This design comes from an exercise in tuning for small area, a short achievable clock period and few clock cycles per item on the open sky130 flow, not from production work. Function was checked by simulation only, so behaviour that the tests miss may differ from the original.

--- design/flow/flow/run.sh ---
#!/bin/bash
set -euo pipefail
bash ./standard.sh SETUP_SLACK_MARGIN=6.5 finish > standard_flow.log 2>&1
--- design/flow/standard.sh ---
#!/bin/bash
# synth_recipe.tcl (not shown) runs the flow's synth.tcl, then flattens the netlist and writes it again
# the make line also repeats each setting of config.mk as NAME=value (left out here)
make -C /OpenROAD-flow-scripts/flow DESIGN_CONFIG=/design/flow/config.mk WORK_HOME=/design/flow/orfs CLKGATE_MAP_FILE= SYNTH_SCRIPT=/design/flow/synth_recipe.tcl "${@:-finish}"
--- design/flow/config.mk ---
export PLATFORM = sky130hd
export DESIGN_NAME = yuvToRgbTop
export DESIGN_NICKNAME = yuvToRgbTop
export VERILOG_FILES = /design/flow/design.v
export SDC_FILE = /design/flow/constraint.sdc
export NUM_CORES = 4
export LEC_CHECK = 0
export CAP_MARGIN = 20
export CORE_MARGIN = 2
export CORE_UTILIZATION = 40
export SETUP_SLACK_MARGIN = 5
export SLEW_MARGIN = 20
--- design/flow/constraint.sdc ---
create_clock -name core_clock -period 11.0 [get_ports {Clock_50_I}]
set_input_delay 2.2000 -clock core_clock [delete_from_list [all_inputs] [get_ports {Clock_50_I}]]
set_output_delay 2.2000 -clock core_clock [all_outputs]
set_load 0.01 [all_outputs]
--- design/flow/design.v ---
`default_nettype none
package yuvRgbPkg;
  typedef logic [7:0] sample_t;
  typedef logic [8:0] lineLen_t;
  typedef logic [7:0] pairIdx_t;
  typedef logic signed [31:0] acc_t;
  typedef struct packed {
    sample_t yEven;
    sample_t yOdd;
    sample_t u;
    sample_t v;
  } yuvPair_t;
  typedef struct packed {
    sample_t       yEven;
    sample_t       yOdd;
    sample_t [5:0] uTap;
    sample_t [5:0] vTap;
    logic          lastInLine;
  } chromaWin_t;
  typedef struct packed {
    sample_t yEven;
    sample_t yOdd;
    sample_t uEven;
    sample_t vEven;
    sample_t uOdd;
    sample_t vOdd;
    logic    lastInLine;
  } yuv444Pair_t;
  typedef struct packed {
    sample_t rEven;
    sample_t gEven;
    sample_t bEven;
    sample_t rOdd;
    sample_t gOdd;
    sample_t bOdd;
    logic    lastInLine;
  } rgbPair_t;
endpackage
`default_nettype wire
`timescale 1ns/1ps
`default_nettype none
module lineConfig (
  input  wire                       Clock_50_I,
  input  wire                       Resetn,
  input  wire                       cfgWrite,
  input  wire yuvRgbPkg::lineLen_t  cfgData,
  input  wire                       lineBoundary,
  output yuvRgbPkg::lineLen_t       lineLength,
  output logic                      cfgError
);
  yuvRgbPkg::lineLen_t pendLen;
  logic pendValid;
  logic inRange;
  assign inRange = (cfgData >= 4) && (cfgData <= 256);
  always_ff @(posedge Clock_50_I or negedge Resetn) begin
    if (!Resetn) begin
      lineLength <= yuvRgbPkg::lineLen_t'(160);
      pendValid  <= 1'b0;
      cfgError   <= 1'b0;
    end else begin
      if (lineBoundary && pendValid) begin
        lineLength <= pendLen;
        pendValid  <= 1'b0;
      end
      if (cfgWrite) begin
        if (inRange) begin
          pendValid <= 1'b1;
        end else begin
          cfgError <= 1'b1;
        end
      end
    end
  end
  always_ff @(posedge Clock_50_I) begin
    if (cfgWrite && inRange) begin
      pendLen <= cfgData;
    end
  end
endmodule
`default_nettype wire
`timescale 1ns/1ps
`default_nettype none
`default_nettype wire
`timescale 1ns/1ps
`default_nettype none
module chromaPart (
  input  wire [7:0]  t0, t1, t2, t3, t4,
  output wire [17:0] pa, pb
);
  wire [8:0] b = {1'b0, t1} + {1'b0, t4};
  wire [8:0] c = {1'b0, t2} + {1'b0, t3};
  firPart u_part (.t0(t0), .b(b), .c(c), .sa(pa), .sb(pb));
endmodule
module chromaInterp (
  input  wire [17:0] pa, pb,
  input  wire [7:0]  t5,
  output wire [7:0]  odd
);
  wire [9:0] hi;
  firSum u_sum (.pa(pa), .pb(pb), .t5(t5), .s(hi));
  assign odd = hi[9] ? 8'h00 : (hi[8] ? 8'hff : hi[7:0]);
endmodule
module pixelSplit (
  input  wire [22:0] yp,
  input  wire [7:0]  u, v,
  output wire [9:0]  hr, hg,
  output wire [10:0] hb,
  output wire        cr, cg, cb
);
  cscSumR u_r (.yp(yp), .v(v), .hi0(hr), .c(cr));
  cscSumG u_g (.yp(yp), .u(u), .v(v), .hi0(hg), .c(cg));
  cscSumB u_b (.yp(yp), .u(u), .hi0(hb), .c(cb));
endmodule
module pixelClip (
  input  wire [9:0]  hr, hg,
  input  wire [10:0] hb,
  input  wire        cr, cg, cb,
  output wire [23:0] rgb
);
  wire [9:0]  r = hr + {9'd0, cr};
  wire [9:0]  g = hg + {9'd0, cg};
  wire [10:0] b = hb + {10'd0, cb};
  assign rgb[23:16] = r[9]  ? 8'h00 : (r[8]      ? 8'hff : r[7:0]);
  assign rgb[15:8]  = g[9]  ? 8'h00 : (g[8]      ? 8'hff : g[7:0]);
  assign rgb[7:0]   = b[10] ? 8'h00 : ((|b[9:8]) ? 8'hff : b[7:0]);
endmodule
`default_nettype wire
`timescale 1ns/1ps
`default_nettype none
module lumaSum (input wire [7:0] y, output wire [22:0] s);
  wire n1 = ~y[0];
  wire n3 = ~y[1];
  wire n5 = ~y[2];
  wire n7 = ~y[0];
  wire n9 = ~(y[1] ^ y[3]);
  wire n10 = y[1] | y[3];
  wire n11 = ~(y[2] ^ y[4]);
  wire n12 = y[2] | y[4];
  wire n13 = n1 ^ y[3] ^ y[5];
  wire n14 = (n1 & y[3]) | (n1 & y[5]) | (y[3] & y[5]);
  wire n15 = y[0] ^ n3 ^ y[4];
  wire n16 = (y[0] & n3) | (y[0] & y[4]) | (n3 & y[4]);
  wire n17 = y[1] ^ n5 ^ y[5];
  wire n18 = (y[1] & n5) | (y[1] & y[5]) | (n5 & y[5]);
  wire n19 = ~(y[2] ^ y[3]);
  wire n20 = y[2] | y[3];
  wire n21 = ~y[4];
  wire n23 = ~y[0];
  wire n25 = ~(y[1] ^ y[3]);
  wire n26 = y[1] | y[3];
  wire n27 = n7 ^ y[2] ^ y[4];
  wire n28 = (n7 & y[2]) | (n7 & y[4]) | (y[2] & y[4]);
  wire n29 = y[0] ^ n9 ^ y[5];
  wire n30 = (y[0] & n9) | (y[0] & y[5]) | (n9 & y[5]);
  wire n31 = n10 ^ n11 ^ y[6];
  wire n32 = (n10 & n11) | (n10 & y[6]) | (n11 & y[6]);
  wire n33 = n12 ^ n13 ^ y[7];
  wire n34 = (n12 & n13) | (n12 & y[7]) | (n13 & y[7]);
  wire n35 = n14 ^ n15 ^ y[6];
  wire n36 = (n14 & n15) | (n14 & y[6]) | (n15 & y[6]);
  wire n37 = n16 ^ n17 ^ y[7];
  wire n38 = (n16 & n17) | (n16 & y[7]) | (n17 & y[7]);
  wire n39 = n18 ^ n19 ^ y[6];
  wire n40 = (n18 & n19) | (n18 & y[6]) | (n19 & y[6]);
  wire n41 = n20 ^ n21 ^ y[7];
  wire n42 = (n20 & n21) | (n20 & y[7]) | (n21 & y[7]);
  wire n43 = ~(y[4] ^ y[5]);
  wire n44 = y[4] | y[5];
  wire n45 = ~y[6];
  wire n47 = ~y[7];
  wire [22:0] ra = {1'b1, n47, n45, n43, n41, n39, n37, n35, n33, n31, n29, n27, n25, y[2], y[1], ~y[7], ~y[6], ~y[5], ~y[4], ~y[3], ~y[2], ~y[1], ~y[0]};
  wire [22:0] rb = {y[7], y[6], n44, n42, n40, n38, n36, n34, n32, n30, n28, n26, y[0], n23, 1'b1, y[0], 1'b0, 1'b0, 1'b0, 1'b0, 1'b0, 1'b0, 1'b1};
  wire [22:0] tot = ra + rb;
  assign s = tot[22:0];
endmodule
module cscSumR (input wire [22:0] yp, input wire [7:0] v, output wire [9:0] hi0, output wire c);
  wire n1 = ~v[2];
  wire n3 = ~(v[0] ^ v[3]);
  wire n4 = v[0] | v[3];
  wire n5 = v[5] ^ ~v[7];
  wire n6 = v[5] & ~v[7];
  wire n7 = ~(v[1] ^ v[4]);
  wire n8 = v[1] | v[4];
  wire n9 = v[6] ^ yp[6];
  wire n10 = v[6] & yp[6];
  wire n11 = v[2] ^ v[5] ^ v[7];
  wire n12 = (v[2] & v[5]) | (v[2] & v[7]) | (v[5] & v[7]);
  wire n13 = ~v[3];
  wire n15 = ~(~v[0] ^ v[4]);
  wire n16 = ~v[0] | v[4];
  wire n17 = ~~v[1];
  wire n19 = v[0] ^ ~v[2];
  wire n20 = v[0] & ~v[2];
  wire n21 = v[1] ^ ~v[3];
  wire n22 = v[1] & ~v[3];
  wire n23 = ~(~v[0] ^ v[2]);
  wire n24 = ~v[0] | v[2];
  wire n25 = ~(~v[1] ^ v[3]);
  wire n26 = ~v[1] | v[3];
  wire n27 = v[0] ^ ~v[2] ^ v[4];
  wire n28 = (v[0] & ~v[2]) | (v[0] & v[4]) | (~v[2] & v[4]);
  wire n29 = v[1] ^ ~v[3] ^ v[5];
  wire n30 = (v[1] & ~v[3]) | (v[1] & v[5]) | (~v[3] & v[5]);
  wire n31 = ~(v[2] ^ ~v[4]);
  wire n32 = v[2] | ~v[4];
  wire n33 = ~(v[3] ^ ~v[5]);
  wire n34 = v[3] | ~v[5];
  wire n35 = v[0] ^ v[2];
  wire n36 = v[0] & v[2];
  wire n37 = v[1] ^ v[3] ^ ~v[5];
  wire n38 = (v[1] & v[3]) | (v[1] & ~v[5]) | (v[3] & ~v[5]);
  wire n39 = n1 ^ v[4] ^ ~v[6];
  wire n40 = (n1 & v[4]) | (n1 & ~v[6]) | (v[4] & ~v[6]);
  wire n41 = v[2] ^ n5 ^ n3;
  wire n42 = (v[2] & n5) | (v[2] & n3) | (n5 & n3);
  wire n43 = n6 ^ n4 ^ n9;
  wire n44 = (n6 & n4) | (n6 & n9) | (n4 & n9);
  wire n45 = n10 ^ n8 ^ n11;
  wire n46 = (n10 & n8) | (n10 & n11) | (n8 & n11);
  wire n47 = n12 ^ n13 ^ v[6];
  wire n48 = (n12 & n13) | (n12 & v[6]) | (n13 & v[6]);
  wire n49 = v[3] ^ n15 ^ v[7];
  wire n50 = (v[3] & n15) | (v[3] & v[7]) | (n15 & v[7]);
  wire n51 = n16 ^ n17 ^ v[5];
  wire n52 = (n16 & n17) | (n16 & v[5]) | (n17 & v[5]);
  wire n53 = ~v[1] ^ n19 ^ v[6];
  wire n54 = (~v[1] & n19) | (~v[1] & v[6]) | (n19 & v[6]);
  wire n55 = n20 ^ n21 ^ v[7];
  wire n56 = (n20 & n21) | (n20 & v[7]) | (n21 & v[7]);
  wire n57 = n22 ^ n23 ^ ~v[4];
  wire n58 = (n22 & n23) | (n22 & ~v[4]) | (n23 & ~v[4]);
  wire n59 = n24 ^ n25 ^ ~v[5];
  wire n60 = (n24 & n25) | (n24 & ~v[5]) | (n25 & ~v[5]);
  wire n61 = n26 ^ n27 ^ ~v[6];
  wire n62 = (n26 & n27) | (n26 & ~v[6]) | (n27 & ~v[6]);
  wire n63 = n28 ^ n29 ^ ~v[7];
  wire n64 = (n28 & n29) | (n28 & ~v[7]) | (n29 & ~v[7]);
  wire n65 = n30 ^ n31 ^ v[6];
  wire n66 = (n30 & n31) | (n30 & v[6]) | (n31 & v[6]);
  wire n67 = n32 ^ n33 ^ v[7];
  wire n68 = (n32 & n33) | (n32 & v[7]) | (n33 & v[7]);
  wire n69 = n34 ^ v[4] ^ ~v[6];
  wire n70 = (n34 & v[4]) | (n34 & ~v[6]) | (v[4] & ~v[6]);
  wire n71 = v[5] ^ ~v[7];
  wire n72 = v[5] & ~v[7];
  wire n73 = ~v[6];
  wire n75 = v[0] ^ ~v[2];
  wire n76 = v[0] & ~v[2];
  wire n77 = v[1] ^ ~v[3] ^ yp[1];
  wire n78 = (v[1] & ~v[3]) | (v[1] & yp[1]) | (~v[3] & yp[1]);
  wire n79 = n35 ^ ~v[4] ^ yp[2];
  wire n80 = (n35 & ~v[4]) | (n35 & yp[2]) | (~v[4] & yp[2]);
  wire n81 = n36 ^ n37 ^ yp[3];
  wire n82 = (n36 & n37) | (n36 & yp[3]) | (n37 & yp[3]);
  wire n83 = n38 ^ n39 ^ yp[4];
  wire n84 = (n38 & n39) | (n38 & yp[4]) | (n39 & yp[4]);
  wire n85 = n40 ^ n41 ^ yp[5];
  wire n86 = (n40 & n41) | (n40 & yp[5]) | (n41 & yp[5]);
  wire n87 = n42 ^ n43 ^ n7;
  wire n88 = (n42 & n43) | (n42 & n7) | (n43 & n7);
  wire n89 = n44 ^ n45 ^ yp[7];
  wire n90 = (n44 & n45) | (n44 & yp[7]) | (n45 & yp[7]);
  wire n91 = n46 ^ n47 ^ yp[8];
  wire n92 = (n46 & n47) | (n46 & yp[8]) | (n47 & yp[8]);
  wire n93 = n48 ^ n49 ^ yp[9];
  wire n94 = (n48 & n49) | (n48 & yp[9]) | (n49 & yp[9]);
  wire n95 = n50 ^ n51 ^ yp[10];
  wire n96 = (n50 & n51) | (n50 & yp[10]) | (n51 & yp[10]);
  wire n97 = n52 ^ n53 ^ yp[11];
  wire n98 = (n52 & n53) | (n52 & yp[11]) | (n53 & yp[11]);
  wire n99 = n54 ^ n55 ^ yp[12];
  wire n100 = (n54 & n55) | (n54 & yp[12]) | (n55 & yp[12]);
  wire n101 = n56 ^ n57 ^ yp[13];
  wire n102 = (n56 & n57) | (n56 & yp[13]) | (n57 & yp[13]);
  wire n103 = n58 ^ n59 ^ yp[14];
  wire n104 = (n58 & n59) | (n58 & yp[14]) | (n59 & yp[14]);
  wire n105 = n60 ^ n61 ^ yp[15];
  wire n106 = (n60 & n61) | (n60 & yp[15]) | (n61 & yp[15]);
  wire n107 = n62 ^ n63 ^ yp[16];
  wire n108 = (n62 & n63) | (n62 & yp[16]) | (n63 & yp[16]);
  wire n109 = n64 ^ n65 ^ yp[17];
  wire n110 = (n64 & n65) | (n64 & yp[17]) | (n65 & yp[17]);
  wire n111 = n66 ^ n67 ^ yp[18];
  wire n112 = (n66 & n67) | (n66 & yp[18]) | (n67 & yp[18]);
  wire n113 = n68 ^ n69 ^ yp[19];
  wire n114 = (n68 & n69) | (n68 & yp[19]) | (n69 & yp[19]);
  wire n115 = n70 ^ n71 ^ yp[20];
  wire n116 = (n70 & n71) | (n70 & yp[20]) | (n71 & yp[20]);
  wire n117 = n72 ^ n73 ^ yp[21];
  wire n118 = (n72 & n73) | (n72 & yp[21]) | (n73 & yp[21]);
  wire n119 = v[6] ^ v[7] ^ yp[22];
  wire n120 = (v[6] & v[7]) | (v[6] & yp[22]) | (v[7] & yp[22]);
  wire [25:0] ra = {1'b1, n119, n117, n115, n113, n111, n109, n107, n105, n103, n101, n99, n97, n95, n93, n91, n89, n87, n85, n83, n81, n79, n77, yp[0], ~v[1], ~v[0]};
  wire [25:0] rb = {n120, n118, n116, n114, n112, n110, n108, n106, n104, n102, n100, n98, n96, n94, n92, n90, n88, n86, n84, n82, n80, n78, n76, n75, 1'b0, 1'b1};
  wire [16:0] low = {1'b0, ra[15:0]} + {1'b0, rb[15:0]};
  assign c = low[16];
  assign hi0 = ra[25:16] + rb[25:16];
endmodule
module cscSumG (input wire [22:0] yp, input wire [7:0] u, input wire [7:0] v, output wire [9:0] hi0, output wire c);
  wire n1 = ~v[1];
  wire n3 = ~v[0] ^ v[2] ^ ~v[4];
  wire n4 = (~v[0] & v[2]) | (~v[0] & ~v[4]) | (v[2] & ~v[4]);
  wire n5 = ~v[1] ^ v[3] ^ ~v[5];
  wire n6 = (~v[1] & v[3]) | (~v[1] & ~v[5]) | (v[3] & ~v[5]);
  wire n7 = ~(~v[2] ^ v[4]);
  wire n8 = ~v[2] | v[4];
  wire n9 = ~v[3] ^ v[5];
  wire n10 = ~v[3] & v[5];
  wire n11 = ~~v[4];
  wire n13 = ~v[0] ^ ~v[5];
  wire n14 = ~v[0] & ~v[5];
  wire n15 = ~v[1] ^ ~v[6] ^ ~u[1];
  wire n16 = (~v[1] & ~v[6]) | (~v[1] & ~u[1]) | (~v[6] & ~u[1]);
  wire n17 = ~v[2] ^ ~v[7] ^ ~u[2];
  wire n18 = (~v[2] & ~v[7]) | (~v[2] & ~u[2]) | (~v[7] & ~u[2]);
  wire n19 = ~v[3] ^ ~u[3];
  wire n20 = ~v[3] & ~u[3];
  wire n21 = ~v[4] ^ ~u[4];
  wire n22 = ~v[4] & ~u[4];
  wire n23 = ~v[5] ^ ~u[0] ^ ~u[5];
  wire n24 = (~v[5] & ~u[0]) | (~v[5] & ~u[5]) | (~u[0] & ~u[5]);
  wire n25 = ~v[6] ^ ~u[1];
  wire n26 = ~v[6] & ~u[1];
  wire n27 = ~(~v[0] ^ ~v[7]);
  wire n28 = ~v[0] | ~v[7];
  wire n29 = ~u[2] ^ ~u[7];
  wire n30 = ~u[2] & ~u[7];
  wire n31 = ~v[1] ^ u[0] ^ ~u[3];
  wire n32 = (~v[1] & u[0]) | (~v[1] & ~u[3]) | (u[0] & ~u[3]);
  wire n33 = ~(v[0] ^ ~v[2]);
  wire n34 = v[0] | ~v[2];
  wire n35 = u[1] ^ ~u[4];
  wire n36 = u[1] & ~u[4];
  wire n37 = n1 ^ ~v[3] ^ ~u[0];
  wire n38 = (n1 & ~v[3]) | (n1 & ~u[0]) | (~v[3] & ~u[0]);
  wire n39 = u[2] ^ ~u[5] ^ yp[13];
  wire n40 = (u[2] & ~u[5]) | (u[2] & yp[13]) | (~u[5] & yp[13]);
  wire n41 = v[1] ^ n3 ^ ~u[1];
  wire n42 = (v[1] & n3) | (v[1] & ~u[1]) | (n3 & ~u[1]);
  wire n43 = u[3] ^ ~u[6] ^ yp[14];
  wire n44 = (u[3] & ~u[6]) | (u[3] & yp[14]) | (~u[6] & yp[14]);
  wire n45 = n4 ^ n5 ^ ~u[2];
  wire n46 = (n4 & n5) | (n4 & ~u[2]) | (n5 & ~u[2]);
  wire n47 = u[4] ^ ~u[7] ^ yp[15];
  wire n48 = (u[4] & ~u[7]) | (u[4] & yp[15]) | (~u[7] & yp[15]);
  wire n49 = n6 ^ n7 ^ ~v[6];
  wire n50 = (n6 & n7) | (n6 & ~v[6]) | (n7 & ~v[6]);
  wire n51 = ~u[3] ^ u[5] ^ yp[16];
  wire n52 = (~u[3] & u[5]) | (~u[3] & yp[16]) | (u[5] & yp[16]);
  wire n53 = n8 ^ n9 ^ ~v[7];
  wire n54 = (n8 & n9) | (n8 & ~v[7]) | (n9 & ~v[7]);
  wire n55 = ~u[4] ^ u[6] ^ yp[17];
  wire n56 = (~u[4] & u[6]) | (~u[4] & yp[17]) | (u[6] & yp[17]);
  wire n57 = n10 ^ n11 ^ v[6];
  wire n58 = (n10 & n11) | (n10 & v[6]) | (n11 & v[6]);
  wire n59 = ~u[5] ^ u[7] ^ yp[18];
  wire n60 = (~u[5] & u[7]) | (~u[5] & yp[18]) | (u[7] & yp[18]);
  wire n61 = ~(~v[4] ^ ~v[5]);
  wire n62 = ~v[4] | ~v[5];
  wire n63 = v[7] ^ ~u[6] ^ yp[19];
  wire n64 = (v[7] & ~u[6]) | (v[7] & yp[19]) | (~u[6] & yp[19]);
  wire n65 = ~(~v[6] ^ ~u[7]);
  wire n66 = ~v[6] | ~u[7];
  wire n67 = n13 ^ ~u[0];
  wire n68 = n13 & ~u[0];
  wire n69 = n14 ^ n15 ^ u[3];
  wire n70 = (n14 & n15) | (n14 & u[3]) | (n15 & u[3]);
  wire n71 = n16 ^ n17 ^ u[4];
  wire n72 = (n16 & n17) | (n16 & u[4]) | (n17 & u[4]);
  wire n73 = n18 ^ n19 ^ u[5];
  wire n74 = (n18 & n19) | (n18 & u[5]) | (n19 & u[5]);
  wire n75 = n20 ^ n21 ^ u[6];
  wire n76 = (n20 & n21) | (n20 & u[6]) | (n21 & u[6]);
  wire n77 = n22 ^ n23 ^ u[7];
  wire n78 = (n22 & n23) | (n22 & u[7]) | (n23 & u[7]);
  wire n79 = n24 ^ n25 ^ ~u[6];
  wire n80 = (n24 & n25) | (n24 & ~u[6]) | (n25 & ~u[6]);
  wire n81 = n26 ^ n29 ^ n27;
  wire n82 = (n26 & n29) | (n26 & n27) | (n29 & n27);
  wire n83 = n30 ^ n28 ^ n31;
  wire n84 = (n30 & n28) | (n30 & n31) | (n28 & n31);
  wire n85 = n32 ^ n35 ^ n33;
  wire n86 = (n32 & n35) | (n32 & n33) | (n35 & n33);
  wire n87 = n36 ^ n34 ^ n39;
  wire n88 = (n36 & n34) | (n36 & n39) | (n34 & n39);
  wire n89 = n40 ^ n38 ^ n43;
  wire n90 = (n40 & n38) | (n40 & n43) | (n38 & n43);
  wire n91 = n44 ^ n42 ^ n47;
  wire n92 = (n44 & n42) | (n44 & n47) | (n42 & n47);
  wire n93 = n48 ^ n46 ^ n51;
  wire n94 = (n48 & n46) | (n48 & n51) | (n46 & n51);
  wire n95 = n52 ^ n50 ^ n55;
  wire n96 = (n52 & n50) | (n52 & n55) | (n50 & n55);
  wire n97 = n56 ^ n54 ^ n59;
  wire n98 = (n56 & n54) | (n56 & n59) | (n54 & n59);
  wire n99 = n60 ^ n58 ^ n63;
  wire n100 = (n60 & n58) | (n60 & n63) | (n58 & n63);
  wire n101 = n64 ^ n62 ^ n65;
  wire n102 = (n64 & n62) | (n64 & n65) | (n62 & n65);
  wire n103 = ~(n66 ^ ~v[7]);
  wire n104 = n66 | ~v[7];
  wire n105 = ~v[3] ^ u[0];
  wire n106 = ~v[3] & u[0];
  wire n107 = ~v[4] ^ u[1] ^ yp[2];
  wire n108 = (~v[4] & u[1]) | (~v[4] & yp[2]) | (u[1] & yp[2]);
  wire n109 = n67 ^ u[2] ^ yp[3];
  wire n110 = (n67 & u[2]) | (n67 & yp[3]) | (u[2] & yp[3]);
  wire n111 = n68 ^ n69 ^ yp[4];
  wire n112 = (n68 & n69) | (n68 & yp[4]) | (n69 & yp[4]);
  wire n113 = n70 ^ n71 ^ yp[5];
  wire n114 = (n70 & n71) | (n70 & yp[5]) | (n71 & yp[5]);
  wire n115 = n72 ^ n73 ^ yp[6];
  wire n116 = (n72 & n73) | (n72 & yp[6]) | (n73 & yp[6]);
  wire n117 = n74 ^ n75 ^ yp[7];
  wire n118 = (n74 & n75) | (n74 & yp[7]) | (n75 & yp[7]);
  wire n119 = n76 ^ n77 ^ yp[8];
  wire n120 = (n76 & n77) | (n76 & yp[8]) | (n77 & yp[8]);
  wire n121 = n78 ^ n79 ^ yp[9];
  wire n122 = (n78 & n79) | (n78 & yp[9]) | (n79 & yp[9]);
  wire n123 = n80 ^ n81 ^ yp[10];
  wire n124 = (n80 & n81) | (n80 & yp[10]) | (n81 & yp[10]);
  wire n125 = n82 ^ n83 ^ yp[11];
  wire n126 = (n82 & n83) | (n82 & yp[11]) | (n83 & yp[11]);
  wire n127 = n84 ^ n85 ^ yp[12];
  wire n128 = (n84 & n85) | (n84 & yp[12]) | (n85 & yp[12]);
  wire n129 = n86 ^ n87 ^ n37;
  wire n130 = (n86 & n87) | (n86 & n37) | (n87 & n37);
  wire n131 = n88 ^ n89 ^ n41;
  wire n132 = (n88 & n89) | (n88 & n41) | (n89 & n41);
  wire n133 = n90 ^ n91 ^ n45;
  wire n134 = (n90 & n91) | (n90 & n45) | (n91 & n45);
  wire n135 = n92 ^ n93 ^ n49;
  wire n136 = (n92 & n93) | (n92 & n49) | (n93 & n49);
  wire n137 = n94 ^ n95 ^ n53;
  wire n138 = (n94 & n95) | (n94 & n53) | (n95 & n53);
  wire n139 = n96 ^ n97 ^ n57;
  wire n140 = (n96 & n97) | (n96 & n57) | (n97 & n57);
  wire n141 = n98 ^ n99 ^ n61;
  wire n142 = (n98 & n99) | (n98 & n61) | (n99 & n61);
  wire n143 = n100 ^ n101 ^ yp[20];
  wire n144 = (n100 & n101) | (n100 & yp[20]) | (n101 & yp[20]);
  wire n145 = n102 ^ n103 ^ yp[21];
  wire n146 = (n102 & n103) | (n102 & yp[21]) | (n103 & yp[21]);
  wire n147 = n104 ^ yp[22];
  wire n148 = n104 & yp[22];
  wire [25:0] ra = {1'b1, n147, n145, n143, n141, n139, n137, n135, n133, n131, n129, n127, n125, n123, n121, n119, n117, n115, n113, n111, n109, n107, yp[1], yp[0], ~v[1], ~v[0]};
  wire [25:0] rb = {n148, n146, n144, n142, n140, n138, n136, n134, n132, n130, n128, n126, n124, n122, n120, n118, n116, n114, n112, n110, n108, n106, n105, ~v[2], 1'b0, 1'b1};
  wire [16:0] low = {1'b0, ra[15:0]} + {1'b0, rb[15:0]};
  assign c = low[16];
  assign hi0 = ra[25:16] + rb[25:16];
endmodule
module cscSumB (input wire [22:0] yp, input wire [7:0] u, output wire [10:0] hi0, output wire c);
  wire n1 = ~u[1];
  wire n3 = ~(u[0] ^ u[2]);
  wire n4 = u[0] | u[2];
  wire n5 = ~u[5] ^ ~u[7];
  wire n6 = ~u[5] & ~u[7];
  wire n7 = ~(u[1] ^ u[3]);
  wire n8 = u[1] | u[3];
  wire n9 = ~u[6] ^ yp[6];
  wire n10 = ~u[6] & yp[6];
  wire n11 = u[2] ^ u[4] ^ ~u[7];
  wire n12 = (u[2] & u[4]) | (u[2] & ~u[7]) | (u[4] & ~u[7]);
  wire n13 = ~(u[0] ^ u[3]);
  wire n14 = u[0] | u[3];
  wire n15 = ~(u[1] ^ u[4]);
  wire n16 = u[1] | u[4];
  wire n17 = u[2] ^ u[5];
  wire n18 = u[2] & u[5];
  wire n19 = ~~u[0];
  wire n21 = ~u[1] ^ ~u[3];
  wire n22 = ~u[1] & ~u[3];
  wire n23 = ~u[2] ^ ~u[4];
  wire n24 = ~u[2] & ~u[4];
  wire n25 = u[0] ^ ~u[3] ^ ~u[5];
  wire n26 = (u[0] & ~u[3]) | (u[0] & ~u[5]) | (~u[3] & ~u[5]);
  wire n27 = n1 ^ ~u[4] ^ ~u[6];
  wire n28 = (n1 & ~u[4]) | (n1 & ~u[6]) | (~u[4] & ~u[6]);
  wire n29 = u[1] ^ n5 ^ n3;
  wire n30 = (u[1] & n5) | (u[1] & n3) | (n5 & n3);
  wire n31 = n6 ^ n4 ^ n9;
  wire n32 = (n6 & n4) | (n6 & n9) | (n4 & n9);
  wire n33 = n10 ^ n8 ^ n11;
  wire n34 = (n10 & n8) | (n10 & n11) | (n8 & n11);
  wire n35 = n12 ^ n13 ^ u[5];
  wire n36 = (n12 & n13) | (n12 & u[5]) | (n13 & u[5]);
  wire n37 = n14 ^ n15 ^ u[6];
  wire n38 = (n14 & n15) | (n14 & u[6]) | (n15 & u[6]);
  wire n39 = n16 ^ n17 ^ u[7];
  wire n40 = (n16 & n17) | (n16 & u[7]) | (n17 & u[7]);
  wire n41 = n18 ^ u[3] ^ u[6];
  wire n42 = (n18 & u[3]) | (n18 & u[6]) | (u[3] & u[6]);
  wire n43 = u[4] ^ u[7];
  wire n44 = u[4] & u[7];
  wire n45 = ~u[0];
  wire n47 = n19 ^ ~u[2];
  wire n48 = n19 & ~u[2];
  wire n49 = ~u[0] ^ n21 ^ yp[1];
  wire n50 = (~u[0] & n21) | (~u[0] & yp[1]) | (n21 & yp[1]);
  wire n51 = n22 ^ n23 ^ yp[2];
  wire n52 = (n22 & n23) | (n22 & yp[2]) | (n23 & yp[2]);
  wire n53 = n24 ^ n25 ^ yp[3];
  wire n54 = (n24 & n25) | (n24 & yp[3]) | (n25 & yp[3]);
  wire n55 = n26 ^ n27 ^ yp[4];
  wire n56 = (n26 & n27) | (n26 & yp[4]) | (n27 & yp[4]);
  wire n57 = n28 ^ n29 ^ yp[5];
  wire n58 = (n28 & n29) | (n28 & yp[5]) | (n29 & yp[5]);
  wire n59 = n30 ^ n31 ^ n7;
  wire n60 = (n30 & n31) | (n30 & n7) | (n31 & n7);
  wire n61 = n32 ^ n33 ^ yp[7];
  wire n62 = (n32 & n33) | (n32 & yp[7]) | (n33 & yp[7]);
  wire n63 = n34 ^ n35 ^ yp[8];
  wire n64 = (n34 & n35) | (n34 & yp[8]) | (n35 & yp[8]);
  wire n65 = n36 ^ n37 ^ yp[9];
  wire n66 = (n36 & n37) | (n36 & yp[9]) | (n37 & yp[9]);
  wire n67 = n38 ^ n39 ^ yp[10];
  wire n68 = (n38 & n39) | (n38 & yp[10]) | (n39 & yp[10]);
  wire n69 = n40 ^ n41 ^ yp[11];
  wire n70 = (n40 & n41) | (n40 & yp[11]) | (n41 & yp[11]);
  wire n71 = n42 ^ n43 ^ yp[12];
  wire n72 = (n42 & n43) | (n42 & yp[12]) | (n43 & yp[12]);
  wire n73 = n44 ^ u[5] ^ yp[13];
  wire n74 = (n44 & u[5]) | (n44 & yp[13]) | (u[5] & yp[13]);
  wire n75 = ~(u[6] ^ yp[14]);
  wire n76 = u[6] | yp[14];
  wire n77 = n45 ^ u[7] ^ yp[15];
  wire n78 = (n45 & u[7]) | (n45 & yp[15]) | (u[7] & yp[15]);
  wire n79 = u[0] ^ u[1] ^ yp[16];
  wire n80 = (u[0] & u[1]) | (u[0] & yp[16]) | (u[1] & yp[16]);
  wire n81 = ~(u[2] ^ yp[17]);
  wire n82 = u[2] | yp[17];
  wire n83 = u[3] ^ yp[18];
  wire n84 = u[3] & yp[18];
  wire n85 = ~(u[4] ^ yp[19]);
  wire n86 = u[4] | yp[19];
  wire n87 = ~(u[5] ^ yp[20]);
  wire n88 = u[5] | yp[20];
  wire n89 = ~(u[6] ^ yp[21]);
  wire n90 = u[6] | yp[21];
  wire n91 = u[7] ^ yp[22];
  wire n92 = u[7] & yp[22];
  wire [26:0] ra = {1'b1, 1'b1, n91, n89, n87, n85, n83, n81, n79, n77, n75, n73, n71, n69, n67, n65, n63, n61, n59, n57, n55, n53, n51, n49, yp[0], ~u[1], ~u[0]};
  wire [26:0] rb = {1'b0, n92, n90, n88, n86, n84, n82, n80, n78, n76, n74, n72, n70, n68, n66, n64, n62, n60, n58, n56, n54, n52, n50, n48, n47, 1'b0, 1'b1};
  wire [16:0] low = {1'b0, ra[15:0]} + {1'b0, rb[15:0]};
  assign c = low[16];
  assign hi0 = ra[26:16] + rb[26:16];
endmodule
module firPart (input wire [7:0] t0, input wire [8:0] b, input wire [8:0] c, output wire [17:0] sa, output wire [17:0] sb);
  wire n1 = ~c[0];
  wire n3 = c[0] ^ ~c[5];
  wire n4 = c[0] & ~c[5];
  wire n5 = ~(c[1] ^ ~c[6]);
  wire n6 = c[1] | ~c[6];
  wire n7 = ~b[0] ^ b[2] ^ ~b[4];
  wire n8 = (~b[0] & b[2]) | (~b[0] & ~b[4]) | (b[2] & ~b[4]);
  wire n9 = n1 ^ c[2] ^ ~c[7];
  wire n10 = (n1 & c[2]) | (n1 & ~c[7]) | (c[2] & ~c[7]);
  wire n11 = ~b[1] ^ b[3] ^ ~b[5];
  wire n12 = (~b[1] & b[3]) | (~b[1] & ~b[5]) | (b[3] & ~b[5]);
  wire n13 = t0[3] ^ t0[5];
  wire n14 = t0[3] & t0[5];
  wire n15 = c[0] ^ c[1] ^ c[3];
  wire n16 = (c[0] & c[1]) | (c[0] & c[3]) | (c[1] & c[3]);
  wire n17 = ~c[8] ^ ~b[2] ^ b[4];
  wire n18 = (~c[8] & ~b[2]) | (~c[8] & b[4]) | (~b[2] & b[4]);
  wire n19 = ~b[6] ^ t0[4] ^ t0[6];
  wire n20 = (~b[6] & t0[4]) | (~b[6] & t0[6]) | (t0[4] & t0[6]);
  wire n21 = ~(c[2] ^ c[4]);
  wire n22 = c[2] | c[4];
  wire n23 = ~b[3] ^ b[5] ^ ~b[7];
  wire n24 = (~b[3] & b[5]) | (~b[3] & ~b[7]) | (b[5] & ~b[7]);
  wire n25 = t0[5] ^ t0[7];
  wire n26 = t0[5] & t0[7];
  wire n27 = ~(c[3] ^ c[5]);
  wire n28 = c[3] | c[5];
  wire n29 = ~b[4] ^ b[6] ^ ~b[8];
  wire n30 = (~b[4] & b[6]) | (~b[4] & ~b[8]) | (b[6] & ~b[8]);
  wire n31 = c[4] ^ c[6];
  wire n32 = c[4] & c[6];
  wire n33 = ~~c[2];
  wire n35 = ~c[3] ^ ~b[1];
  wire n36 = ~c[3] & ~b[1];
  wire n37 = ~c[4] ^ b[0] ^ ~b[2];
  wire n38 = (~c[4] & b[0]) | (~c[4] & ~b[2]) | (b[0] & ~b[2]);
  wire n39 = t0[0] ^ t0[2];
  wire n40 = t0[0] & t0[2];
  wire n41 = n3 ^ b[1] ^ ~b[3];
  wire n42 = (n3 & b[1]) | (n3 & ~b[3]) | (b[1] & ~b[3]);
  wire n43 = t0[1] ^ t0[3] ^ t0[5];
  wire n44 = (t0[1] & t0[3]) | (t0[1] & t0[5]) | (t0[3] & t0[5]);
  wire n45 = n4 ^ n7 ^ n5;
  wire n46 = (n4 & n7) | (n4 & n5) | (n7 & n5);
  wire n47 = t0[2] ^ t0[4] ^ t0[6];
  wire n48 = (t0[2] & t0[4]) | (t0[2] & t0[6]) | (t0[4] & t0[6]);
  wire n49 = n8 ^ n6 ^ n13;
  wire n50 = (n8 & n6) | (n8 & n13) | (n6 & n13);
  wire n51 = n11 ^ n9 ^ t0[7];
  wire n52 = (n11 & n9) | (n11 & t0[7]) | (n9 & t0[7]);
  wire n53 = n14 ^ n12 ^ n10;
  wire n54 = (n14 & n12) | (n14 & n10) | (n12 & n10);
  wire n55 = n19 ^ n17 ^ n15;
  wire n56 = (n19 & n17) | (n19 & n15) | (n17 & n15);
  wire n57 = n20 ^ n18 ^ n16;
  wire n58 = (n20 & n18) | (n20 & n16) | (n18 & n16);
  wire n59 = n25 ^ n23 ^ n21;
  wire n60 = (n25 & n23) | (n25 & n21) | (n23 & n21);
  wire n61 = n26 ^ n24 ^ n22;
  wire n62 = (n26 & n24) | (n26 & n22) | (n24 & n22);
  wire n63 = n29 ^ n27 ^ t0[6];
  wire n64 = (n29 & n27) | (n29 & t0[6]) | (n27 & t0[6]);
  wire n65 = n30 ^ n28 ^ n31;
  wire n66 = (n30 & n28) | (n30 & n31) | (n28 & n31);
  wire n67 = ~b[5] ^ b[7] ^ t0[7];
  wire n68 = (~b[5] & b[7]) | (~b[5] & t0[7]) | (b[7] & t0[7]);
  wire n69 = ~(n32 ^ c[5]);
  wire n70 = n32 | c[5];
  wire n71 = c[7] ^ ~b[6] ^ b[8];
  wire n72 = (c[7] & ~b[6]) | (c[7] & b[8]) | (~b[6] & b[8]);
  wire n73 = ~(c[6] ^ c[8]);
  wire n74 = c[6] | c[8];
  wire n75 = n33 ^ ~b[0];
  wire n76 = n33 & ~b[0];
  wire n77 = ~c[2] ^ n35 ^ t0[1];
  wire n78 = (~c[2] & n35) | (~c[2] & t0[1]) | (n35 & t0[1]);
  wire n79 = n36 ^ n39 ^ n37;
  wire n80 = (n36 & n39) | (n36 & n37) | (n39 & n37);
  wire n81 = n40 ^ n38 ^ n43;
  wire n82 = (n40 & n38) | (n40 & n43) | (n38 & n43);
  wire n83 = n44 ^ n42 ^ n47;
  wire n84 = (n44 & n42) | (n44 & n47) | (n42 & n47);
  wire n85 = n48 ^ n46 ^ n51;
  wire n86 = (n48 & n46) | (n48 & n51) | (n46 & n51);
  wire n87 = n52 ^ n50 ^ n55;
  wire n88 = (n52 & n50) | (n52 & n55) | (n50 & n55);
  wire n89 = n56 ^ n54 ^ n59;
  wire n90 = (n56 & n54) | (n56 & n59) | (n54 & n59);
  wire n91 = n60 ^ n58 ^ n63;
  wire n92 = (n60 & n58) | (n60 & n63) | (n58 & n63);
  wire n93 = n64 ^ n62 ^ n67;
  wire n94 = (n64 & n62) | (n64 & n67) | (n62 & n67);
  wire n95 = n68 ^ n66 ^ n71;
  wire n96 = (n68 & n66) | (n68 & n71) | (n66 & n71);
  wire n97 = n72 ^ n70 ^ n73;
  wire n98 = (n72 & n70) | (n72 & n73) | (n70 & n73);
  wire n99 = ~(n74 ^ c[7]);
  wire n100 = n74 | c[7];
  wire n101 = ~~c[0];
  wire n103 = ~c[1] ^ t0[1];
  wire n104 = ~c[1] & t0[1];
  wire n105 = n75 ^ t0[0] ^ t0[2];
  wire n106 = (n75 & t0[0]) | (n75 & t0[2]) | (t0[0] & t0[2]);
  wire n107 = n76 ^ n77 ^ t0[3];
  wire n108 = (n76 & n77) | (n76 & t0[3]) | (n77 & t0[3]);
  wire n109 = n78 ^ n79 ^ t0[4];
  wire n110 = (n78 & n79) | (n78 & t0[4]) | (n79 & t0[4]);
  wire n111 = n80 ^ n81 ^ n41;
  wire n112 = (n80 & n81) | (n80 & n41) | (n81 & n41);
  wire n113 = n82 ^ n83 ^ n45;
  wire n114 = (n82 & n83) | (n82 & n45) | (n83 & n45);
  wire n115 = n84 ^ n85 ^ n49;
  wire n116 = (n84 & n85) | (n84 & n49) | (n85 & n49);
  wire n117 = n86 ^ n87 ^ n53;
  wire n118 = (n86 & n87) | (n86 & n53) | (n87 & n53);
  wire n119 = n88 ^ n89 ^ n57;
  wire n120 = (n88 & n89) | (n88 & n57) | (n89 & n57);
  wire n121 = n90 ^ n91 ^ n61;
  wire n122 = (n90 & n91) | (n90 & n61) | (n91 & n61);
  wire n123 = n92 ^ n93 ^ n65;
  wire n124 = (n92 & n93) | (n92 & n65) | (n93 & n65);
  wire n125 = n94 ^ n95 ^ n69;
  wire n126 = (n94 & n95) | (n94 & n69) | (n95 & n69);
  wire n127 = n96 ^ n97 ^ ~b[7];
  wire n128 = (n96 & n97) | (n96 & ~b[7]) | (n97 & ~b[7]);
  wire n129 = n98 ^ n99 ^ ~b[8];
  wire n130 = (n98 & n99) | (n98 & ~b[8]) | (n99 & ~b[8]);
  wire n131 = n100 ^ c[8];
  wire n132 = n100 & c[8];
  wire [17:0] ra = {1'b1, 1'b1, n131, n129, n127, n125, n123, n121, n119, n117, n115, n113, n111, n109, n107, n105, n103, t0[0]};
  wire [17:0] rb = {1'b0, n132, n130, n128, n126, n124, n122, n120, n118, n116, n114, n112, n110, n108, n106, n104, ~c[0], n101};
  assign sa = ra;
  assign sb = rb;
endmodule
module firSum (input wire [17:0] pa, input wire [17:0] pb, input wire [7:0] t5, output wire [9:0] s);
  wire n1 = t5[0] ^ t5[2];
  wire n2 = t5[0] & t5[2];
  wire n3 = t5[1] ^ t5[3] ^ t5[5];
  wire n4 = (t5[1] & t5[3]) | (t5[1] & t5[5]) | (t5[3] & t5[5]);
  wire n5 = t5[2] ^ t5[4] ^ t5[6];
  wire n6 = (t5[2] & t5[4]) | (t5[2] & t5[6]) | (t5[4] & t5[6]);
  wire n7 = t5[3] ^ t5[5] ^ t5[7];
  wire n8 = (t5[3] & t5[5]) | (t5[3] & t5[7]) | (t5[5] & t5[7]);
  wire n9 = t5[4] ^ t5[6];
  wire n10 = t5[4] & t5[6];
  wire n11 = t5[5] ^ t5[7];
  wire n12 = t5[5] & t5[7];
  wire n13 = t5[0] ^ t5[2];
  wire n14 = t5[0] & t5[2];
  wire n15 = t5[1] ^ t5[3] ^ pb[3];
  wire n16 = (t5[1] & t5[3]) | (t5[1] & pb[3]) | (t5[3] & pb[3]);
  wire n17 = n1 ^ t5[4] ^ pb[4];
  wire n18 = (n1 & t5[4]) | (n1 & pb[4]) | (t5[4] & pb[4]);
  wire n19 = n2 ^ n3 ^ pb[5];
  wire n20 = (n2 & n3) | (n2 & pb[5]) | (n3 & pb[5]);
  wire n21 = n4 ^ n5 ^ pb[6];
  wire n22 = (n4 & n5) | (n4 & pb[6]) | (n5 & pb[6]);
  wire n23 = n6 ^ n7 ^ pb[7];
  wire n24 = (n6 & n7) | (n6 & pb[7]) | (n7 & pb[7]);
  wire n25 = n8 ^ n9 ^ pb[8];
  wire n26 = (n8 & n9) | (n8 & pb[8]) | (n9 & pb[8]);
  wire n27 = n10 ^ n11 ^ pb[9];
  wire n28 = (n10 & n11) | (n10 & pb[9]) | (n11 & pb[9]);
  wire n29 = n12 ^ t5[6] ^ pb[10];
  wire n30 = (n12 & t5[6]) | (n12 & pb[10]) | (t5[6] & pb[10]);
  wire n31 = t5[7] ^ pb[11];
  wire n32 = t5[7] & pb[11];
  wire n33 = t5[0] ^ pb[0];
  wire n34 = t5[0] & pb[0];
  wire n35 = t5[1] ^ pb[1] ^ pa[1];
  wire n36 = (t5[1] & pb[1]) | (t5[1] & pa[1]) | (pb[1] & pa[1]);
  wire n37 = n13 ^ pb[2] ^ pa[2];
  wire n38 = (n13 & pb[2]) | (n13 & pa[2]) | (pb[2] & pa[2]);
  wire n39 = n14 ^ n15 ^ pa[3];
  wire n40 = (n14 & n15) | (n14 & pa[3]) | (n15 & pa[3]);
  wire n41 = n16 ^ n17 ^ pa[4];
  wire n42 = (n16 & n17) | (n16 & pa[4]) | (n17 & pa[4]);
  wire n43 = n18 ^ n19 ^ pa[5];
  wire n44 = (n18 & n19) | (n18 & pa[5]) | (n19 & pa[5]);
  wire n45 = n20 ^ n21 ^ pa[6];
  wire n46 = (n20 & n21) | (n20 & pa[6]) | (n21 & pa[6]);
  wire n47 = n22 ^ n23 ^ pa[7];
  wire n48 = (n22 & n23) | (n22 & pa[7]) | (n23 & pa[7]);
  wire n49 = n24 ^ n25 ^ pa[8];
  wire n50 = (n24 & n25) | (n24 & pa[8]) | (n25 & pa[8]);
  wire n51 = n26 ^ n27 ^ pa[9];
  wire n52 = (n26 & n27) | (n26 & pa[9]) | (n27 & pa[9]);
  wire n53 = n28 ^ n29 ^ pa[10];
  wire n54 = (n28 & n29) | (n28 & pa[10]) | (n29 & pa[10]);
  wire n55 = n30 ^ n31 ^ pa[11];
  wire n56 = (n30 & n31) | (n30 & pa[11]) | (n31 & pa[11]);
  wire n57 = n32 ^ pb[12] ^ pa[12];
  wire n58 = (n32 & pb[12]) | (n32 & pa[12]) | (pb[12] & pa[12]);
  wire n59 = pb[13] ^ pa[13];
  wire n60 = pb[13] & pa[13];
  wire n61 = pb[14] ^ pa[14];
  wire n62 = pb[14] & pa[14];
  wire n63 = pb[15] ^ pa[15];
  wire n64 = pb[15] & pa[15];
  wire n65 = pb[16] ^ pa[16];
  wire n66 = pb[16] & pa[16];
  wire n67 = pb[17] ^ pa[17];
  wire n68 = pb[17] & pa[17];
  wire [17:0] ra = {n67, n65, n63, n61, n59, n57, n55, n53, n51, n49, n47, n45, n43, n41, n39, n37, n35, pa[0]};
  wire [17:0] rb = {n66, n64, n62, n60, n58, n56, n54, n52, n50, n48, n46, n44, n42, n40, n38, n36, n34, n33};
  wire [17:0] tot = ra + rb;
  assign s = tot[17:8];
endmodule
`default_nettype wire
`timescale 1ns/1ps
`default_nettype none
module yuvToRgbTop (
  input  wire                       Clock_50_I,
  input  wire                       Resetn,
  input  wire [31:0]                inPair,
  input  wire                       inValid,
  input  wire                       rgbReady,
  input  wire                       cfgWrite,
  input  wire [8:0]                 cfgData,
  output logic                      inReady,
  output logic [48:0]               rgbPair,
  output logic                      rgbValid,
  output logic [8:0]                lineLength,
  output logic                      cfgError
);
  logic       inRdy;        
  logic       en;           
  logic [7:0] pairCnt;      
  logic [1:0] flushCnt;     
  logic       accept;
  logic       isLast;
  logic       isFirst;
  logic       lineBoundary;
  logic       flushStep;
  assign accept       = inValid && inRdy;
  assign isLast       = ({1'b0, pairCnt} == lineLength - 9'd1);
  assign isFirst      = (pairCnt == 8'd0);
  assign lineBoundary = accept ? isLast : isFirst;
  assign flushStep    = en && (flushCnt != 2'd0);
  assign inReady      = inRdy;
  lineConfig u_lineConfig (
    .Clock_50_I   (Clock_50_I),
    .Resetn       (Resetn),
    .cfgWrite     (cfgWrite),
    .cfgData      (cfgData),
    .lineBoundary (lineBoundary),
    .lineLength   (lineLength),
    .cfgError     (cfgError)
  );
  logic        outValid;
  logic        skidValid;
  logic        outFree;
  logic        push;
  logic [48:0] result;
  logic [48:0] skid;
  logic        resValid;
  logic        skidNext;
  logic [1:0]  flushNext;
  assign outFree  = !outValid || rgbReady;
  assign push     = en && resValid;
  assign skidNext = skidValid ? !outFree : (push && !outFree);
  always_comb begin
    flushNext = flushCnt;
    if (accept && isLast) flushNext = 2'd3;
    else if (flushStep)   flushNext = flushCnt - 2'd1;
  end
  always_ff @(posedge Clock_50_I or negedge Resetn) begin
    if (!Resetn) begin
      inRdy     <= 1'b0;
      en        <= 1'b0;
      pairCnt   <= '0;
      flushCnt  <= '0;
      outValid  <= 1'b0;
      skidValid <= 1'b0;
    end else begin
      if (accept) pairCnt <= isLast ? 8'd0 : pairCnt + 8'd1;
      flushCnt  <= flushNext;
      en        <= !skidNext;
      inRdy     <= !skidNext && (flushNext == 2'd0);
      skidValid <= skidNext;
      if (outFree) outValid <= skidValid || push;
    end
  end
  always_ff @(posedge Clock_50_I) begin
    if (!skidValid) skid <= result;
    if (outFree) rgbPair <= skidValid ? skid : result;
  end
  assign rgbValid = outValid;
  logic [7:0]  yE [0:3];
  logic [7:0]  yO [0:3];
  logic [7:0]  uT [1:5];
  logic [7:0]  vT [1:5];
  logic [17:0] uPa, uPb;
  logic [17:0] vPa, vPb;
  logic [17:0] uPaNext, uPbNext;
  logic [17:0] vPaNext, vPbNext;
  logic        winValid;
  logic        winLast;
  logic        shift;
  assign shift = accept || flushStep;
  chromaPart u_partU (.t0(uT[1]), .t1(uT[2]), .t2(uT[3]), .t3(uT[4]), .t4(uT[5]), .pa(uPaNext), .pb(uPbNext));
  chromaPart u_partV (.t0(vT[1]), .t1(vT[2]), .t2(vT[3]), .t3(vT[4]), .t4(vT[5]), .pa(vPaNext), .pb(vPbNext));
  always_ff @(posedge Clock_50_I) begin
    if (accept) begin
      yE[3] <= inPair[31:24];
      yO[3] <= inPair[23:16];
      uT[5] <= inPair[15:8];
      vT[5] <= inPair[7:0];
    end
    if (shift) begin
      for (int i = 0; i < 3; i++) begin
        yE[i] <= yE[i+1];
        yO[i] <= yO[i+1];
      end
      for (int i = 1; i < 3; i++) begin
        uT[i] <= uT[i+1];
        vT[i] <= vT[i+1];
      end
      uT[3] <= (accept && isFirst) ? inPair[15:8] : uT[4];
      uT[4] <= (accept && isFirst) ? inPair[15:8] : uT[5];
      vT[3] <= (accept && isFirst) ? inPair[7:0]  : vT[4];
      vT[4] <= (accept && isFirst) ? inPair[7:0]  : vT[5];
      uPa <= uPaNext;
      uPb <= uPbNext;
      vPa <= vPaNext;
      vPb <= vPbNext;
    end
  end
  always_ff @(posedge Clock_50_I or negedge Resetn) begin
    if (!Resetn) begin
      winValid <= 1'b0;
    end else if (en) begin
      winValid <= (accept && (pairCnt >= 8'd3)) || flushStep;
    end
  end
  always_ff @(posedge Clock_50_I) begin
    if (en) winLast <= flushStep && (flushCnt == 2'd1);
  end
  logic [7:0]  uOdd;
  logic [7:0]  vOdd;
  logic [22:0] ypEven;
  logic [22:0] ypOdd;
  chromaInterp u_firU (.pa(uPa), .pb(uPb), .t5(uT[5]), .odd(uOdd));
  chromaInterp u_firV (.pa(vPa), .pb(vPb), .t5(vT[5]), .odd(vOdd));
  lumaSum u_lumaE (.y(yE[0]), .s(ypEven));
  lumaSum u_lumaO (.y(yO[0]), .s(ypOdd));
  logic        p1Valid;
  logic [22:0] p1YpE;
  logic [22:0] p1YpO;
  logic [7:0]  p1UE;
  logic [7:0]  p1VE;
  logic [7:0]  p1UO;
  logic [7:0]  p1VO;
  logic        p1Last;
  always_ff @(posedge Clock_50_I or negedge Resetn) begin
    if (!Resetn) p1Valid <= 1'b0;
    else if (en) p1Valid <= winValid;
  end
  always_ff @(posedge Clock_50_I) begin
    if (en) begin
      p1YpE  <= ypEven;
      p1YpO  <= ypOdd;
      p1UE   <= uT[2];
      p1VE   <= vT[2];
      p1UO   <= uOdd;
      p1VO   <= vOdd;
      p1Last <= winLast;
    end
  end
  logic [9:0]  hrE, hgE, hrO, hgO;
  logic [10:0] hbE, hbO;
  logic        crE, cgE, cbE, crO, cgO, cbO;
  pixelSplit u_sumE (.yp(p1YpE), .u(p1UE), .v(p1VE), .hr(hrE), .hg(hgE), .hb(hbE), .cr(crE), .cg(cgE), .cb(cbE));
  pixelSplit u_sumO (.yp(p1YpO), .u(p1UO), .v(p1VO), .hr(hrO), .hg(hgO), .hb(hbO), .cr(crO), .cg(cgO), .cb(cbO));
  logic        p2Valid;
  logic [9:0]  p2HrE, p2HgE, p2HrO, p2HgO;
  logic [10:0] p2HbE, p2HbO;
  logic        p2CrE, p2CgE, p2CbE, p2CrO, p2CgO, p2CbO;
  logic        p2Last;
  always_ff @(posedge Clock_50_I or negedge Resetn) begin
    if (!Resetn) p2Valid <= 1'b0;
    else if (en) p2Valid <= p1Valid;
  end
  always_ff @(posedge Clock_50_I) begin
    if (en) begin
      p2HrE <= hrE; p2HgE <= hgE; p2HbE <= hbE;
      p2CrE <= crE; p2CgE <= cgE; p2CbE <= cbE;
      p2HrO <= hrO; p2HgO <= hgO; p2HbO <= hbO;
      p2CrO <= crO; p2CgO <= cgO; p2CbO <= cbO;
      p2Last <= p1Last;
    end
  end
  logic [23:0] rgbEven;
  logic [23:0] rgbOdd;
  pixelClip u_clipE (.hr(p2HrE), .hg(p2HgE), .hb(p2HbE), .cr(p2CrE), .cg(p2CgE), .cb(p2CbE), .rgb(rgbEven));
  pixelClip u_clipO (.hr(p2HrO), .hg(p2HgO), .hb(p2HbO), .cr(p2CrO), .cg(p2CgO), .cb(p2CbO), .rgb(rgbOdd));
  assign result   = {rgbEven, rgbOdd, p2Last};
  assign resValid = p2Valid;
endmodule
`default_nettype wire
==> impl_metrics.py, run 1 <==
metrics = {
    "cells_and_area": {
        "nets": 4226,
        "register_area_um2": 14210,
        "stdcell_count": 4657,
        "finalInstanceArea_um2": 42480,
        "drive_gt1_frac": 0.07352,
        "n_fill_cell": 8364,
        "postLayoutCoreUtil": 0.4627,
        "multi_input_area_um2": 20470,
        "antenna_cells": 0,
        "area_delta_synth_final_pct": 14.38,
    },
    "placement": {
        "gp_congestion": 0.8604,
        "place_ws_ps": 5377,
        "dp_hpwl_mm": 60.57,
        "dpl.cell_count": 4474,
        "port_buffers": 106,
        "place_area_um2": 39760,
    },
    "timing": {
        "period_needed_ps": 4395,
        "fin_crit_sh": 0.3996,
        "fmax_mhz": 227.5,
        "final_max_slew_viol_count": 0,
        "fin_ws_ps": 6605,
        "tightest_slew_ps": 925.2,
        "holdWs_ps": 416.1,
        "timing.slew.headroom": 0.3784,
        "hold_violations": 0,
        "rsz0062_at_grt": "true",
        "clock-skew-final_ps": 39.35,
        "setup_viol": 0,
        "fin_setup_tns_ps": 0,
    },
    "drt": {
        "highest_layer": "met4",
        "drc_errors": 0,
        "drt_iter0_markers": 950,
        "first_pass_iters": 5,
        "antenna_left": 0,
        "dr_wl_met2_mm": 35.40,
        "routed-wl-met3_mm": 2.864,
        "wl_met1_mm": 36.73,
        "vias": 22028,
        "wl_per_cell_um": 16.50,
        "wl_mm": 76.83,
        "routed_via_density": 4.730,
    },
    "synthesis": {
        "synth_enable_flop_cells": 417,
        "synth.area.top_cells": "edfxtp_1 (34%), fa_1 (22%), ha_1 (14%), inv_1 (6.9%), xnor2_1 (2.9%)",
        "synthArstFlopShare": 0.05668,
        "yosysWarnings": 10,
        "syn_avg_cell_area_um2": 11.86,
        "ys_ff_latch": 494,
        "synth_flop_cell": "edfxtp_1",
        "synth_cell_types": 73,
        "ys_top_cells_by_count": "inv_1 (684), edfxtp_1 (417), fa_1 (410)",
        "syn-cell-area_um2": 37140,
        "yosysMostFrequentCell": "inv_1",
        "synthCells": 3132,
        "synth_fp_nets": 3993,
        "seq_area_frac_synth": 0.3825,
        "yosysTopAreaCell": "edfxtp_1",
        "synth_top_area_frac": 0.3372,
    },
    "floorplanning": {
        "die_width_um": 308.7,
        "core_area_um2": 91800,
        "rows": 111,
        "start_util": 0.4046,
        "pin_count": 107,
        "die_height_um": 308.7,
        "fp.dieArea_um2": 95310,
    },
    "global_routing": {
        "grtUsageTotal": 0.1659,
        "grt_pass1_vias": 22763,
        "grt_start_max_net_pins": 84,
        "antenna_found_initial": 2,
        "gr-total-overflow": 0,
        "grt_pass1_wl_mm": 123.2,
    },
    "clock_network": {
        "cts.sinks": 494,
        "cts_made_buffers": 57,
        "cts-root-buf": "clkbuf_16",
        "cts_buffer_depth": 3,
        "clk_pin_slew_ps": 60,
        "cts_max_level": 2,
        "cts_tree": "done",
        "clk_latency_ps": 660,
    },
    "worst_hold_path": {
        "worstHoldPathType": "reg2reg",
    },
    "job": {
        "maxCapViolCount": 0,
    },
    "worst_setup_path": {
        "cp_max_fo": 7,
        "cp-start-kind": "flop",
        "crit_arrival_ps": 4800,
        "cp-end-kind": "flop",
        "path_class": "reg2reg",
        "cp.required_ps": 11400,
    },
    "outcome": {
        "status": "complete, no violations",
    },
}
==> final timing paths <==
check	slack, ps	startpoint	end	depth (start not counted)
worst max-delay path	6600	p1VE[5]	p2HgE[9]	12
worst min-delay path	420	yE[1][6]	yE[0][6]	0
worst max register to register	6600	p1VE[5]	p2HgE[9]	12
worst min register to register	420	yE[1][6]	yE[0][6]	0
max in group asynchronous	8730	Resetn	u_lineConfig.lineLength[7]	2
min in group asynchronous	1950	Resetn	u_lineConfig.lineLength[6]	2
==> cells in the final DEF (no fill, tap or decap), types with 76 or more instances in the layout <==
cell type        netlist  layout
edfxtp_1             417     417
xnor2_1              122     117
o21ai_0               97      89
clkdlybuf4s50_1        0     106
buf_4                  0      81
ha_1                 405     404
nor2_1                99      99
inv_1                684     675
fa_1                 410     410
a21oi_1              121     114
nand2_1              174     174
a21o_1                76      76
==> repair_timing <==
item                       CTS  global route
hold buffers                 0             0
buffers inserted            25            49
pin swaps                    3             5
setup endpoints to repair  179           179
resized for setup           19            36
cloned                       1             0
==> registers in the layout, summed over array words and instances, names as in the netlist, 9 cells and up <==
register	flops
p1YpE	23
p1YpO	23
p2HbE	11
p2HbO	11
p2HgE	10
p2HgO	10
p2HrE	10
p2HrO	10
rgbPair	49
skid	49
uPa	16
uPb	17
uT	40
u_lineConfig.lineLength	9
u_lineConfig.pendLen	9
vPa	16
vPb	17
vT	40
yE	32
yO	32
==> worst max-delay path, cell delays in order (launching register included) <==
cell and delay, ps:
edfxtp_1 600, fa_1 660, fa_1 430, inv_1 80, fa_1 410, inv_1 90
fa_1 420, ha_1 330, a21oi_1 220, o21bai_1 100, a21oi_1 220, o21ai_0 210
o311a_1 370
==> final cells by class <==
cell class | instances | share of cell area
tap | 1243 | 0.03661
multi-input combinational | 1938 | 0.4818
clock inverter | 38 | 0.009278
sequential | 494 | 0.3345
timing repair buffer | 188 | 0.03964
inverter | 686 | 0.06120
clock buffer | 70 | 0.03693
==> kinds of logic after synthesis <==
kind of cell    after synthesis  synth area share
xor+xnor                    192           0.04602
simple gates                489           0.06384
compound gates              418           0.07145
buf+inv                     701           0.07125
flops                       494            0.3825
mux                          19          0.006434
fa+ha+maj                   819            0.3585
==> layer usage <==
metal	track usage	up-vias
met5	0	-
met2	0.2713	341
met4	0.04515	0
li1	-	10816
met1	0.2323	10769
met3	0.02220	102
Testbench counts, summed over its fixed seeds: cycles 4,100, items 3,972.
==> run 2: changes to the inputs <==
==> design/flow/flow/run.sh (replaced) <==
#!/bin/bash
set -euo pipefail
bash ./standard.sh SETUP_SLACK_MARGIN=7.5 finish > standard_flow.log 2>&1
==> run 2 against run 1 <==
  * Register-to-register slack better by 250 ps
  * Maximum frequency grew 5.9%
  * Die area unchanged
  * First-iteration DRC count grew 24%
  * Synthesized area did not move
==> impl_metrics.py, run 2 <==
metrics = {
    "outcome": {
        "status": "complete, no violations",
    },
    "worst_setup_path": {
        "cp.required_ps": 11370,
        "cp_max_fo": 2,
        "cp_top_family": "adder cells",
        "path_depth": 14,
        "max_stage_delay_ps": 540,
        "cp_slowest_cell": "fa_2",
        "reg2reg_slack_ps": 6850,
        "crit_arrival_ps": 4520,
        "reg2regPathDepth": 14,
        "cp-start-kind": "flop",
        "cpMostUsedCell": "fa_2",
        "critical_path_buf_inv_count": 3,
        "path_class": "reg2reg",
        "r2r_start": "uT[3][1]",
        "cp-end-kind": "flop",
        "path_cells": "ha_1 -> a21o_1 -> a21oi_2 -> nor2b_1 -> o21a_1 -> o41ai_2 -> xnor2_1 -> inv_1 -> fa_2 -> fa_2 -> inv_2 -> fa_2 -> inv_2 -> fa_2",
        "critPathLaunch": "uT[3][1]",
    },
    "clock_network": {
        "cts_buffer_depth": 3,
        "clk_latency_ps": 640,
        "cts_max_level": 2,
        "cts_tree": "done",
        "cts.sinks": 494,
        "cts_made_buffers": 57,
        "cts-root-buf": "clkbuf_16",
        "clk_pin_slew_ps": 60,
    },
    "global_routing": {
        "antenna_found_initial": 1,
        "grt_pass1_wl_mm": 129.1,
        "grt_start_max_net_pins": 90,
        "met2_usage": 0.2771,
        "grtUsageTotal": 0.1721,
        "grtUsageMet3": 0.02987,
        "top_usage_layer": "met2",
        "grt_pass1_vias": 24099,
        "met1_usage": 0.2410,
        "gr-total-overflow": 0,
    },
    "floorplanning": {
        "core_area_um2": 91800,
        "rows": 111,
        "die_height_um": 308.7,
        "die_width_um": 308.7,
        "pin_count": 107,
        "start_util": 0.4046,
        "fp.dieArea_um2": 95310,
    },
    "drt": {
        "antenna_left": 0,
        "first_pass_iters": 7,
        "drt_iter0_markers": 1182,
        "vias": 22937,
        "wl_per_cell_um": 16.60,
        "wl_mm": 80.51,
        "drc_errors": 0,
        "routed_via_density": 4.729,
    },
    "placement": {
        "port_buffers": 106,
        "gp_congestion": 0.9020,
        "dp_hpwl_mm": 59.63,
    },
    "timing": {
        "clock-skew-final_ps": 29.23,
        "timing.slew.headroom": 0.3280,
        "setup_viol": 0,
        "fin_crit_sh": 0.3771,
        "fin_setup_tns_ps": 0,
        "fmax_mhz": 241.0,
        "tightest_slew_ps": 1000,
        "final_max_slew_viol_count": 0,
        "rsz0062_at_grt": "true",
        "holdWs_ps": 411.7,
        "period_needed_ps": 4149,
        "hold_violations": 0,
    },
    "job": {
        "maxCapViolCount": 0,
    },
    "synthesis": {
        "yosysWarnings": 10,
        "yosysTopAreaCell": "edfxtp_1",
        "syn-cell-area_um2": 37140,
        "synth_cell_types": 73,
        "seq_area_frac_synth": 0.3825,
        "yosysMostFrequentCell": "inv_1",
        "synthCells": 3132,
        "ys_top_cells_by_count": "inv_1 (684), edfxtp_1 (417), fa_1 (410)",
        "synth_top_area_frac": 0.3372,
        "ys_ff_latch": 494,
        "synth_flop_cell": "edfxtp_1",
        "syn_avg_cell_area_um2": 11.86,
        "synthArstFlopShare": 0.05668,
        "synth.area.top_cells": "edfxtp_1 (34%), fa_1 (22%), ha_1 (14%), inv_1 (6.9%), xnor2_1 (2.9%)",
        "synth_fp_nets": 3993,
        "synth_enable_flop_cells": 417,
    },
    "cells_and_area": {
        "final_cell_mix": "inv_1 (599), edfxtp_1 (417), ha_1 (361), fa_1 (346), buf_4 (215)",
        "nets": 4419,
        "final_common_cell": "inv_1",
        "n_fill_cell": 8030,
        "area_delta_synth_final_pct": 22.77,
        "top_regs": "rgbPair x49, skid x49",
        "register_area_um2": 14220,
        "drive_gt1_frac": 0.2133,
        "multi_input_area_um2": 21880,
    },
    "worst_hold_path": {
        "worstHoldPathType": "reg2reg",
        "hold_path.startpoint": "yO[1][7]",
        "hold_depth": 0,
    },
}
==> run 2: changes by cell type in the layout (fill, tap and decap cells not counted), moves of 58 or more <==
| cell | delta |
|---|---|
| clkdlybuf4s50_1 | -66 |
| buf_4 | +134 |
| inv_2 | +58 |
| fa_2 | +64 |
| fa_1 | -64 |
| inv_1 | -76 |
==> run 2: metrics by stage <==
| stage | area (µm²) | instances | setup slack, ps | util |
|---|---|---|---|---|
| finish | 45600 | 4850 | 6851 | 0.4967 |
| global route | 45600 | 4849 | 6711 | 0.4967 |
| global placement | 40250 | 4474 | 6574 | 0.4385 |
| CTS | 44630 | 4791 | 6863 | 0.4861 |
| floorplan | 37640 | 3132 | 6844 | - |
| detailed placement | 40250 | 4474 | 6498 | 0.4385 |
==> run 2: kinds of logic after synthesis <==
| family | after synthesis | share of synthesized area |
|---|---|---|
| adder cells (fa/ha/maj) | 819 | 0.3585 |
| buffers and inverters | 701 | 0.07125 |
| flip-flops | 494 | 0.3825 |
| AND/OR/NAND/NOR | 489 | 0.06384 |
| AO/OA/AOI/OAI | 418 | 0.07145 |
| XOR/XNOR | 192 | 0.04602 |
| multiplexers | 19 | 0.006434 |
==> run 2: area by class of cell <==
class                           count  share of cell area
Inverter                          686             0.05880
Sequential cell                   494              0.3118
Clock inverter                     37            0.008506
Tap cell                         1243             0.03411
Antenna cell                        1          0.00005488
Timing Repair Buffer              380             0.07282
Clock buffer                       70             0.03413
Multi-Input combinational cell   1939              0.4798
==> run 2: routing by layer <==
layer / part of all wire / vias up
met5: 0.00016 / -
met4: 0.026 / 2
met1: 0.47 / 11189
met2: 0.46 / 386
met3: 0.044 / 138
li1: - / 11222
==> run 2: worst paths after layout <==
path | to
min in group asynchronous | u_lineConfig.lineLength[3]
worst min register to register | yO[0][7]
worst max register to register | uPa[7]
worst min-delay path | yO[0][7]
worst max-delay path | uPa[7]
max in group asynchronous | u_lineConfig.lineLength[7]
==> run 2: timing repair <==
item / CTS / global route
resized for setup: 363 / 132
setup buffers: 208 / 57
pin swaps: 136 / 101
hold buffers: 0 / 0
endpoints found under the setup margin: 368 / 124
hold endpoints to repair: 0 / 0
gates cloned: 2 / 1

static timing again, ports no longer ideal:
How much do the figures lean on ideal ports? The routed layouts below were timed once more, with nothing changed but the port constraints. Step 1, drivers: a clkbuf_16 drives Clock_50_I and a buf_2 each remaining input, both assumed. Step 2 also shifts input and output timing later by t, the mid clock arrival at the registers, as if the neighbouring blocks saw the same clock. a / b / c = ideal ports / drivers / drivers and shift; a / b = the first two.
| run | t (ns) | setup WS [ns] | worst setup path at the end | cell pins on the clock port's net |
|---|---|---|---|---|
| run 1 | 0.701 | 6.605 / 6.605 / 6.038 | input to register | 1 |
| run 2 | 0.688 | 6.851 / 6.851 / 6.851 | register to register | 1 |
After both steps setup and hold are still met in every run listed. The setup slack of run 1, which loses most, moves by 0.000 ns with the drivers and by -0.567 ns with both steps.
